This is an optimization exercise on Yosys and OpenROAD, whose aim is small area, not a production implementation.
RTL that was checked went through simulation tests only; none was proved equivalent to the original.
No activity file was given, so power comes from the tool's default toggle rates. No driver is modelled on the clock port, so clocking that relies on it looks cheaper here than on a real chip.

## lane 1
==> flow/design.v <==
package branch_target_buffer_pkg;
  localparam int XLEN = 32;
  typedef enum logic [1:0] {
    PCp4_I,
    Jump_R,
    Branch_C,
    Trap_C
  } pcSrc;
  localparam logic [1:0] BTB_CTR_RESET = 2'b01;
  localparam logic [XLEN-1:0] EVEN_MASK = {{(XLEN-1){1'b1}}, 1'b0};
  typedef struct packed {
    logic            valid;
    logic [XLEN-1:0] tag;
    logic [XLEN-1:0] target;
    logic [1:0]      ctr;
  } btbEntry;
  typedef struct packed {
    logic            v;
    logic [XLEN-1:0] pc;
    logic            pred;
    logic [XLEN-1:0] tgt;
  } btbSlot;
endpackage
module branch_target_buffer_counter (
  input  logic [1:0] ctr,
  input  logic       taken,
  output logic [1:0] ctr_next
);
  always_comb begin
    ctr_next = ctr;
    if (taken && ctr != 2'b11)       ctr_next = ctr + 2'd1;
    else if (!taken && ctr != 2'b00) ctr_next = ctr - 2'd1;
  end
endmodule
import branch_target_buffer_pkg::*;
module branch_target_buffer
#(
  parameter int ENTRIES = 16
) (
  input  logic            clk,
  input  logic            reset,
  input  logic [branch_target_buffer_pkg::XLEN-1:0] PC_I,
  output logic            Predict,
  output logic [branch_target_buffer_pkg::XLEN-1:0] Prediction,
  input  logic            StallI,
  input  logic            StallR,
  input  logic            FlushIR,
  input  logic            FlushRC,
  input  branch_target_buffer_pkg::pcSrc PCSrc_R,
  input  logic [branch_target_buffer_pkg::XLEN-1:0] PCpImm_R,
  input  logic            IsControl_C,
  input  logic            IsJump_C,
  input  logic            Taken_C,
  input  logic [branch_target_buffer_pkg::XLEN-1:0] Target_C,
  output logic            PredictionCorrect_R,
  output logic            PredictionCorrect_C
);
  localparam int IDX = $clog2(ENTRIES);
  localparam int TW  = XLEN - IDX - 2;    
  logic [ENTRIES-1:0]           valid_q;
  logic [ENTRIES-1:0][TW-1:0]   tag_q;
  logic [ENTRIES-1:0][XLEN-1:1] target_q;
  logic [ENTRIES-1:0][1:0]      ctr_q;
  logic            r_v_q, r_pred_q, r_hit_q;
  logic [XLEN-1:2] r_pc_q;
  logic [XLEN-1:1] r_tgt_q;
  logic            c_v_q, c_pred_q, c_hit_q;
  logic [XLEN-1:2] c_pc_q;
  logic [XLEN-1:1] c_tgt_q;
  logic [IDX-1:0] idx_i;
  logic           hit_i;
  logic [ENTRIES-1:0] sel_i;
  logic               e_v, e_c1;
  logic [TW-1:0]      e_tag;
  logic [XLEN-1:1]    e_tgt;
  assign idx_i = PC_I[IDX+1:2];
  logic [3:0]          g_v, g_c1;
  logic [3:0][TW-1:0]  g_tag;
  logic [3:0][XLEN-1:1] g_tgt;
  always_comb begin
    for (int i = 0; i < ENTRIES; i++) sel_i[i] = (idx_i == IDX'(i));
    for (int k = 0; k < 4; k++) begin
      g_v[k]   = ((sel_i[4*k]   & valid_q[4*k])   | (sel_i[4*k+1] & valid_q[4*k+1])) |
                 ((sel_i[4*k+2] & valid_q[4*k+2]) | (sel_i[4*k+3] & valid_q[4*k+3]));
      g_c1[k]  = ((sel_i[4*k]   & ctr_q[4*k][1])   | (sel_i[4*k+1] & ctr_q[4*k+1][1])) |
                 ((sel_i[4*k+2] & ctr_q[4*k+2][1]) | (sel_i[4*k+3] & ctr_q[4*k+3][1]));
      g_tag[k] = (({TW{sel_i[4*k]}}   & tag_q[4*k])   | ({TW{sel_i[4*k+1]}} & tag_q[4*k+1])) |
                 (({TW{sel_i[4*k+2]}} & tag_q[4*k+2]) | ({TW{sel_i[4*k+3]}} & tag_q[4*k+3]));
      g_tgt[k] = (({(XLEN-1){sel_i[4*k]}}   & target_q[4*k])   | ({(XLEN-1){sel_i[4*k+1]}} & target_q[4*k+1])) |
                 (({(XLEN-1){sel_i[4*k+2]}} & target_q[4*k+2]) | ({(XLEN-1){sel_i[4*k+3]}} & target_q[4*k+3]));
    end
    e_v   = (g_v[0]   | g_v[1])   | (g_v[2]   | g_v[3]);
    e_c1  = (g_c1[0]  | g_c1[1])  | (g_c1[2]  | g_c1[3]);
    e_tag = (g_tag[0] | g_tag[1]) | (g_tag[2] | g_tag[3]);
    e_tgt = (g_tgt[0] | g_tgt[1]) | (g_tgt[2] | g_tgt[3]);
  end
  assign hit_i = e_v && (e_tag == PC_I[XLEN-1:IDX+2]);
  assign Predict    = hit_i && e_c1;
  assign Prediction = hit_i ? {e_tgt, 1'b0} : '0;
  logic [IDX-1:0] idx_c;
  logic [1:0]     ctr_c, ctr_step, ctr_new;
  logic           train, wr, wr_ctr, alloc;
  assign idx_c  = c_pc_q[IDX+1:2];
  assign ctr_c  = ctr_q[idx_c];
  assign train  = c_v_q && IsControl_C && !StallR;
  assign wr     = train && (Taken_C || (c_hit_q && IsJump_C));
  assign wr_ctr = train && (Taken_C || c_hit_q);
  assign alloc  = train && !c_hit_q && Taken_C;
  branch_target_buffer_counter u_ctr (
    .ctr      (ctr_c),
    .taken    (Taken_C),
    .ctr_next (ctr_step)
  );
  assign ctr_new = IsJump_C ? 2'b11 : (c_hit_q ? ctr_step : 2'b10);
  logic same_ic, eq_ic, same_rc, eq_rc;
  logic hit_i_new, r_hit_new;
  assign same_ic = (PC_I[IDX+1:2] == idx_c);
  assign eq_ic   = (PC_I[XLEN-1:IDX+2] == c_pc_q[XLEN-1:IDX+2]);
  assign same_rc = (r_pc_q[IDX+1:2] == idx_c);
  assign eq_rc   = (r_pc_q[XLEN-1:IDX+2] == c_pc_q[XLEN-1:IDX+2]);
  assign hit_i_new = (alloc && same_ic) ? eq_ic : hit_i;
  assign r_hit_new = (alloc && same_rc) ? eq_rc : r_hit_q;
  always_ff @(posedge clk or posedge reset) begin
    if (reset) begin
      valid_q <= '0;
      r_v_q   <= 1'b0;
      c_v_q   <= 1'b0;
    end else begin
      for (int i = 0; i < ENTRIES; i++)
        if (wr && (idx_c == IDX'(i))) valid_q[i] <= 1'b1;
      if (FlushIR)      r_v_q <= 1'b0;
      else if (!StallI) r_v_q <= 1'b1;
      if (FlushRC)      c_v_q <= 1'b0;
      else if (!StallR) c_v_q <= (StallI && !FlushIR) ? 1'b0 : r_v_q;
    end
  end
  always_ff @(posedge clk) begin
    for (int i = 0; i < ENTRIES; i++) begin
      if (wr && (idx_c == IDX'(i))) begin
        tag_q[i]    <= c_pc_q[XLEN-1:IDX+2];
        target_q[i] <= Target_C[XLEN-1:1];
      end
      if (wr_ctr && (idx_c == IDX'(i))) ctr_q[i] <= ctr_new;
    end
    if (!StallI) begin
      r_pc_q   <= PC_I[XLEN-1:2];
      r_pred_q <= Predict;
      r_tgt_q  <= e_tgt;    
      r_hit_q  <= hit_i_new;
    end else begin
      r_hit_q  <= r_hit_new;
    end
    if (!StallR) begin
      c_pc_q   <= r_pc_q;
      c_pred_q <= r_pred_q;
      c_tgt_q  <= r_tgt_q;
      c_hit_q  <= r_hit_new;
    end
  end
  assign PredictionCorrect_R = r_v_q && r_pred_q && (PCSrc_R == Jump_R) &&
                               (r_tgt_q == PCpImm_R[XLEN-1:1]);
  assign PredictionCorrect_C = c_v_q && IsControl_C && (c_pred_q == Taken_C) &&
                               (!Taken_C || (c_tgt_q == Target_C[XLEN-1:1]));
endmodule
==> flow/config.mk <==
export PLATFORM = sky130hd
export DESIGN_NAME = branch_target_buffer
export DESIGN_NICKNAME = branch_target_buffer
export VERILOG_FILES = /design/flow/design.v
export SDC_FILE = /design/flow/constraint.sdc
export NUM_CORES = 4
export LEC_CHECK = 0
export CAP_MARGIN = 20
export CORE_MARGIN = 2
export CORE_UTILIZATION = 40
export SLEW_MARGIN = 20
==> flow/constraint.sdc <==
create_clock -name core_clock -period 7.0 [get_ports {clk}]
set_input_delay 1.4000 -clock core_clock [delete_from_list [all_inputs] [get_ports {clk}]]
set_output_delay 1.4000 -clock core_clock [all_outputs]
set_load 0.01 [all_outputs]
standard.sh (not shown) runs the stock make flow with config.mk's settings and CLKGATE_MAP_FILE= SYNTH_SCRIPT=/design/flow/synth_recipe.tcl, a recipe that flattens the netlist after the stock synthesis.
==> flow/flow/run.sh <==
#!/bin/bash
# Standard layout, except:
#  - synthesis maps the logic with an area-oriented ABC script (abc_area_nf.script);
#  - ports are buffered with buf_1;
#  - the clock tree uses clkbuf_16 sink clusters of up to 30 and no dummy loads.
# Each tool's output goes to the ORFS logs under orfs/logs; make's output to *.log here.
set -euo pipefail
HERE=$(pwd)
rm -rf "$HERE/scripts_mod"
cp -r "$FLOW_HOME/scripts" "$HERE/scripts_mod"
cp "$HERE/flow/abc_area_nf.script" "$HERE/scripts_mod/abc_speed.script"
export BUFFER_PORTS_ARGS="-buffer_cell sky130_fd_sc_hd__buf_1"
export CTS_ARGS="-sink_clustering_enable -repair_clock_nets -dont_use_dummy_load -buf_list sky130_fd_sc_hd__clkbuf_16 -sink_clustering_size 30 -sink_clustering_max_diameter 100"
SCRIPTS_DIR="$HERE/scripts_mod" bash standard.sh synth > synth.log 2>&1
bash standard.sh > standard.log 2>&1
==> flow/flow/abc_area_nf.script <==
&get -n
&st
&dch -f
&nf -a -R 1000
&put
topo
### lane 1 -> lane 2
-- flow/design.v --
<<< lane 1, line 146
      r_pc_q   <= PC_I[XLEN-1:2];
      r_pred_q <= Predict;
      r_tgt_q  <= e_tgt;    
      r_hit_q  <= hit_i_new;
    end else begin
>>> lane 2, line 146
      r_pc_q   <= PC_I[XLEN-1:2];
      r_pred_q <= Predict;
      r_tgt_q  <= Prediction[XLEN-1:1];
      r_hit_q  <= hit_i_new;
    end else begin
## What came out
- Against lane 1, post-synthesis cell count in lane 2 fell slightly.
- Arrival time of the worst setup path was higher in lane 2 than in lane 1.
- Power per unit of standard cell area was lower in the run labelled lane 2.
- Lane 1 -> lane 2: final core utilization flat
- Lane 2 against lane 1; final weighted congestion in routability-driven placement is down by a few percent.
- Timing endpoint of the critical path: Prediction[18] -> lane 2, Predict -> lane 1
- Proportion of power drawn by combinational gates was higher in lane 1 than in lane 2.
- Number of nets at the end of the flow is higher on lane 1
- In lane 2, the ratio of routed vias to standard cells came out 1.9% above the value in lane 1.
- Setup slack delta (lane 2 − lane 1): unfavourable
- Critical path depth in lane 2 is 3 higher than in lane 1
- On clock latency of the later-clocked register in the worst-skew pair, lane 1 tracks lane 2 almost exactly.
- [compare] base=lane 1 new=lane 2: first-pass GRT wire length increased about 0.8%, routed wire length increased 0.98%, number of detailed-route iterations in the first pass increased 2.
No functional check of the RTL was part of lane 1.

-- port drivers added, routing unchanged --
How much do the figures lean on ideal ports? The routed layouts below were timed once more, with nothing changed but the port constraints. Step 1 assumes that a clkbuf_16 drives the clock port and a buf_2 every other input. Step 2, shift: input delay + t, output delay - t, t = (earliest + latest rising clock arrival at the registers) / 2. This alone moves slack from input paths to output paths. a / b / c = ideal / step 1 / step 2; a / b = the first two.
| run | t (ns) | setup WS [ns] | clock arrival spread, ns | slew at the worst register clock pin (ns) |
|---|---|---|---|---|
| lane 1 | 0.673 | 0.255 / 0.119 / 0.119 | 0.068 / 0.067 | 0.12 / 0.12 |
| lane 2 | 0.682 | 0.202 / 0.170 / 0.170 | 0.063 / 0.062 | 0.11 / 0.11 |
After both steps setup and hold are still met in every run listed. The setup slack of lane 1, which loses most, moves by -0.136 ns with the drivers and by -0.136 ns with both steps.
